Background: an optimization exercise with open tools, aiming at small area, a short achievable clock period and few clock cycles per item. Do not read the settings as production practice.
Where RTL was checked, it was by simulation tests only, not by an equivalence proof against the original.
Power and IR drop assume default switching activity.

run A:
## bounded_ordered_set
module bounded_ordered_set (
   input  logic        clock,
   input  logic        reset,
   input  logic        req_tvalid,
   output logic        req_tready,
   input  logic [31:0] req_tdata,
   input  logic [1:0]  req_tuser,
   output logic        rsp_tvalid,
   input  logic        rsp_tready,
   output logic [7:0]  rsp_tdata,   
   input  logic        csr_we,
   input  logic [3:0]  csr_wdata
);
   localparam int N = bos_pkg::CAPACITY;
   localparam int W = bos_pkg::RSP_W;
   localparam int Q = 4;
   logic               r_valid_ff;
   bos_pkg::value_type r_value_ff;
   logic [1:0]         r_op_ff;
   logic               s_valid_ff;
   logic [1:0]         s_op_ff;
   logic [N-1:0]       eq_ff;
   logic [N-1:0]       valid_ff;
   logic [3:0]         count_ff;
   logic [3:0]         limit_ff;    
   logic [2:0]         q_cnt_ff;
   logic [W-1:0]       q_ff [Q];
   logic               rsp_valid_ff;
   logic [2:0]         out_cnt_ff;
   logic               ready_ff;
   logic [N-1:0]       equal;
   logic [N-1:0]       match;
   logic [N-1:0]       free_first;
   logic [N-1:0]       valid_in;
   logic               hit_any;
   logic               room;
   logic               is_insert;
   logic               is_remove;
   logic               do_insert;
   logic               do_remove;
   logic [3:0]         count_in;
   logic [1:0]         status;
   logic [W-1:0]       rsp_new;
   logic               req_fire;
   logic               pop;
   logic [2:0]         q_cnt_in;
  ...
Size: about 950 cells after synthesis, about 350 flip-flops, ~53 I/O pins, ~14000 µm² of cells after synthesis.
export LEC_CHECK = 0
export CAP_MARGIN = 20
export CORE_MARGIN = 2
export CORE_UTILIZATION = 40
export SETUP_SLACK_MARGIN = 2.2
export SLEW_MARGIN = 20
create_clock -name core_clock -period 4.0 [get_ports {clock}]
run.sh (not shown) runs the stock make flow with config.mk's settings and CLKGATE_MAP_FILE= SYNTH_SCRIPT=/design/flow/synth_recipe.tcl, a recipe that flattens the netlist after the stock synthesis.
The inputs of run B differ from those of run A as listed below.
- removing SETUP_SLACK_MARGIN (formerly 2.2)
==> comparison <==
Changes observed in run B relative to run A: first-pass GRT wire length moved down, fraction of the yosys area taken by sequential cells shows no meaningful change, final critical delay including setup and external delays shows an increase of 0.86 ns, minimum setup slack in the final design decreased 0.86 ns.
Run B vs run A, multi-input gate count went down by 17.
Number of synthesized flops with an enable pin came out exactly the same in run B and run A.
Modified inputs, run C compared to run B
- an added SETUP_SLACK_MARGIN of 2.2
- an added CTS_CLUSTER_SIZE of 40
- an added ABC_CLOCK_PERIOD_IN_PS of 2000
Summary — critical path buffer and inverter count, run C relative to run B: higher, by 2.
[compare] base=run B new=run C: fraction of power spent switching nets now sits higher, final critical-path share of the clock period down 22 points, global router's overall resource usage now larger.
No run of this note included a check of the RTL's function; only the layout flow was run.


The RTL this note starts from:
==> flow/design.v <==
package bos_pkg;
   localparam int CAPACITY = 8;
   localparam int VALUE_W  = 32;
   localparam int RSP_W    = 7;    
   localparam logic [3:0] CAP_LIMIT_RESET = 4'd8;
   typedef logic [VALUE_W-1:0] value_type;
   localparam logic [1:0] OP_INSERT = 2'd0;
   localparam logic [1:0] OP_REMOVE = 2'd1;
   localparam logic [1:0] ST_DONE      = 2'd0;
   localparam logic [1:0] ST_DUPLICATE = 2'd1;
   localparam logic [1:0] ST_FULL      = 2'd2;
   localparam logic [1:0] ST_NOT_FOUND = 2'd3;
endpackage
module bos_cell (
   input  logic               clock,
   input  logic               load,
   input  bos_pkg::value_type value,
   output logic               equal_lo,
   output logic               equal_hi
);
   bos_pkg::value_type entry_ff;
   assign equal_lo = (entry_ff[15:0]  == value[15:0]);
   assign equal_hi = (entry_ff[31:16] == value[31:16]);
   always_ff @(posedge clock) begin
      if (load) begin
         entry_ff <= value;
      end
   end
endmodule
module bounded_ordered_set (
   input  logic        clock,
   input  logic        reset,
   input  logic        req_tvalid,
   output logic        req_tready,
   input  logic [31:0] req_tdata,
   input  logic [1:0]  req_tuser,
   output logic        rsp_tvalid,
   input  logic        rsp_tready,
   output logic [7:0]  rsp_tdata,   
   input  logic        csr_we,
   input  logic [3:0]  csr_wdata
);
   localparam int N = bos_pkg::CAPACITY;
   localparam int W = bos_pkg::RSP_W;
   localparam int Q = 3;
   logic [N-1:0]       valid_ff;
   logic [N:0]         count_ff;    
   logic [N-1:0]       below_ff;    
   logic               room_ff;     
   logic               a_valid_ff;
   logic               a_insert_ff;
   logic               a_remove_ff;
   logic [N-1:0]       a_equal_lo_ff;
   logic [N-1:0]       a_equal_hi_ff;
   logic [1:0]         q_cnt_ff;
   logic [W-1:0]       q_ff [Q];
   logic               rsp_valid_ff;
   logic [1:0]         out_cnt_ff;
   logic               ready_ff;
   logic [N-1:0]       equal_lo;
   logic [N-1:0]       equal_hi;
   logic [N-1:0]       match;
   logic [N-1:0]       free_first;
   logic [N-1:0]       valid_in;
   logic               hit_any;
   logic               room;
   logic               take;
   logic               do_remove;
   logic               inc;
   logic               dec;
   logic [N:0]         count_inc;
   logic [N:0]         count_dec;
   logic [3:0]         bin_same;
   logic [3:0]         bin_inc;
   logic [3:0]         bin_dec;
   logic [3:0]         count_out;
   logic [N-1:0]       below_in;
   logic               room_in;
   logic [1:0]         status;
   logic [W-1:0]       rsp_new;
   logic               req_fire;
   logic               pop;
   logic [1:0]         q_cnt_in;
   logic [1:0]         out_cnt_in;
   assign req_tready = ready_ff;
   assign req_fire   = req_tvalid && ready_ff;
   for (genvar i = 0; i < N; i++) begin : g_slot
      bos_cell u_cell (
         .clock    (clock),
         .load     (!valid_in[i]),
         .value    (req_tdata),
         .equal_lo (equal_lo[i]),
         .equal_hi (equal_hi[i])
      );
   end
   always_ff @(posedge clock) begin
      a_equal_lo_ff <= equal_lo;
      a_equal_hi_ff <= equal_hi;
      a_insert_ff   <= (req_tuser == bos_pkg::OP_INSERT);
      a_remove_ff   <= (req_tuser == bos_pkg::OP_REMOVE);
   end
   assign match     = a_equal_lo_ff & a_equal_hi_ff & valid_ff;
   assign hit_any   = |match;
   assign room      = room_ff;
   assign take      = a_valid_ff && a_insert_ff && room;
   assign do_remove = a_valid_ff && a_remove_ff;
   always_comb begin
      free_first = '0;
      for (int i = N - 1; i >= 0; i--) begin
         if (!valid_ff[i]) begin
            free_first = '0;
            free_first[i] = 1'b1;
         end
      end
   end
   always_comb begin
      for (int i = 0; i < N; i++) begin
         if (match[i] && (do_remove || take)) begin
            valid_in[i] = 1'b0;
         end else if (take && free_first[i]) begin
            valid_in[i] = 1'b1;
         end else begin
            valid_in[i] = valid_ff[i];
         end
      end
   end
   assign inc       = take && !hit_any;
   assign dec       = do_remove && hit_any;
   assign count_inc = {count_ff[N-1:0], 1'b0};
   assign count_dec = {1'b0, count_ff[N:1]};
   always_comb begin
      bin_same = '0;
      bin_inc  = '0;
      bin_dec  = '0;
      for (int k = 0; k <= N; k++) begin
         bin_same = bin_same | ({4{count_ff[k]}}  & 4'(k));
         bin_inc  = bin_inc  | ({4{count_inc[k]}} & 4'(k));
         bin_dec  = bin_dec  | ({4{count_dec[k]}} & 4'(k));
      end
   end
   assign count_out = inc ? bin_inc : (dec ? bin_dec : bin_same);
   always_comb begin
      for (int k = 0; k < N; k++) begin
         below_in[k] = csr_we ? (4'(k) < csr_wdata) : below_ff[k];
      end
      if (csr_we) begin
         room_in = |(count_ff[N-1:0] & below_in);
      end else if (inc) begin
         room_in = |(count_inc[N-1:0] & below_ff);
      end else if (dec) begin
         room_in = |(count_dec[N-1:0] & below_ff);
      end else begin
         room_in = room_ff;
      end
   end
   always_comb begin
      if (a_insert_ff) begin
         status = hit_any ? bos_pkg::ST_DUPLICATE :
                  (room ? bos_pkg::ST_DONE : bos_pkg::ST_FULL);
      end else begin
         status = hit_any ? bos_pkg::ST_DONE : bos_pkg::ST_NOT_FOUND;
      end
   end
   assign rsp_new = {count_out, hit_any, status};
   assign pop      = rsp_tready && rsp_valid_ff;
   assign q_cnt_in = q_cnt_ff + {1'b0, a_valid_ff} - {1'b0, pop};
   always_ff @(posedge clock) begin
      for (int k = 0; k < Q; k++) begin
         if (pop) begin
            if (k + 1 < Q && q_cnt_ff > 2'(k + 1)) begin
               q_ff[k] <= q_ff[(k + 1) % Q];
            end else begin
               q_ff[k] <= rsp_new;
            end
         end else if (q_cnt_ff <= 2'(k)) begin
            q_ff[k] <= rsp_new;
         end
      end
   end
   assign out_cnt_in = out_cnt_ff + {1'b0, req_fire} - {1'b0, pop};
   always_ff @(posedge clock) begin
      if (reset) begin
         valid_ff     <= '0;
         count_ff     <= (N+1)'(1);
         for (int k = 0; k < N; k++) begin
            below_ff[k] <= (4'(k) < bos_pkg::CAP_LIMIT_RESET);
         end
         room_ff      <= 1'b1;
         a_valid_ff   <= 1'b0;
         q_cnt_ff     <= '0;
         rsp_valid_ff <= 1'b0;
         out_cnt_ff   <= '0;
         ready_ff     <= 1'b1;
      end else begin
         valid_ff   <= valid_in;
         if (inc) begin
            count_ff <= count_inc;
         end else if (dec) begin
            count_ff <= count_dec;
         end
         below_ff     <= below_in;
         room_ff      <= room_in;
         a_valid_ff   <= req_fire;
         q_cnt_ff     <= q_cnt_in;
         rsp_valid_ff <= (q_cnt_in != 2'd0);
         out_cnt_ff   <= out_cnt_in;
         ready_ff     <= (out_cnt_in < 2'(Q));
      end
   end
   assign rsp_tvalid = rsp_valid_ff;
   assign rsp_tdata  = {1'b0, q_ff[0]};
endmodule
clock: 4.0 ns
lec_check: 0
cap_margin: 20
core_margin: 2
core_utilization: 60
cts_cluster_diameter: 120
cts_cluster_size: 25
setup_slack_margin: 2.25
slew_margin: 20
Testbench counts at the start, summed over its fixed seeds: cycles 16,016, items 16,000.
Rerun with:
- ABC_AREA: default -> 1
- CORE_UTILIZATION: 60 -> 40
Result: The changed run completed without violations; hold slack gets better by 5.3 ps; worst setup slack gets better by 11 ps; maximum frequency is higher by 0.58%; clock-buffer cell count does not change.
Rerun with:
- CORE_UTILIZATION: 40 -> 60
=>
- The new run ran to the end with no violations
- wire length goes down by 3.8%
- count of clock-buffer cells in the layout is unchanged
- combinational power falls by 3.2%
- die area goes down by 33%
Rerun with:
- CORE_UTILIZATION: 60 -> 40
- SETUP_SLACK_MARGIN: 2.25 -> 2.0
Effect: Via count went down by 2.3%. Die area went up by 49%. Power went down by 0.68%. First-iteration DRC count went down by 9.4%. Global-route usage went down by 7.8 points. Non-clock buffer count went down by 3.

## afterwards: timing with drivers on the ports
In the flow no input, the clock included, has a driving cell. The finished layouts below were timed again as built, in two steps. Step 1: set_driving_cell puts a clkbuf_16 on clock and a buf_2 on each other input, an assumption about the parent block. Step 2, shift: input delay + t, output delay - t, t = (earliest + latest rising clock arrival at the registers) / 2. This alone moves slack from input paths to output paths. Slacks: no drivers / after step 1 / after step 2; pairs: no drivers / after step 1.
| run | t, ns | slack for setup (ns) | worst setup path at the end | latest minus earliest clock arrival (ns) | cell pins on the clock port's net |
|---|---|---|---|---|---|
| run A | 0.565 | 1.818 / 1.818 / 1.721 | input to register | 0.014 / 0.014 | 1 |
| run B | 0.581 | 0.955 / 0.955 / 0.955 | register to register | 0.033 / 0.033 | 1 |
| run C | 0.565 | 1.818 / 1.818 / 1.721 | input to register | 0.014 / 0.014 | 1 |
| the first run of note 2 | 0.538 | 2.169 / 2.122 / 1.755 | input to register | 0.027 / 0.027 | 1 |
| the second run of note 2 | 0.555 | 2.180 / 2.133 / 1.768 | input to register | 0.046 / 0.046 | 1 |
| the third run of note 2 | 0.550 | 2.170 / 2.123 / 1.761 | input to register | 0.035 / 0.034 | 1 |
| the fourth run of note 2 | 0.558 | 1.963 / 1.963 / 1.503 | input to register | 0.024 / 0.024 | 1 |
After both steps every run listed still meets setup and hold. The setup slack of the fourth run of note 2, which loses most, moves by 0.000 ns with the drivers and by -0.460 ns with both steps.
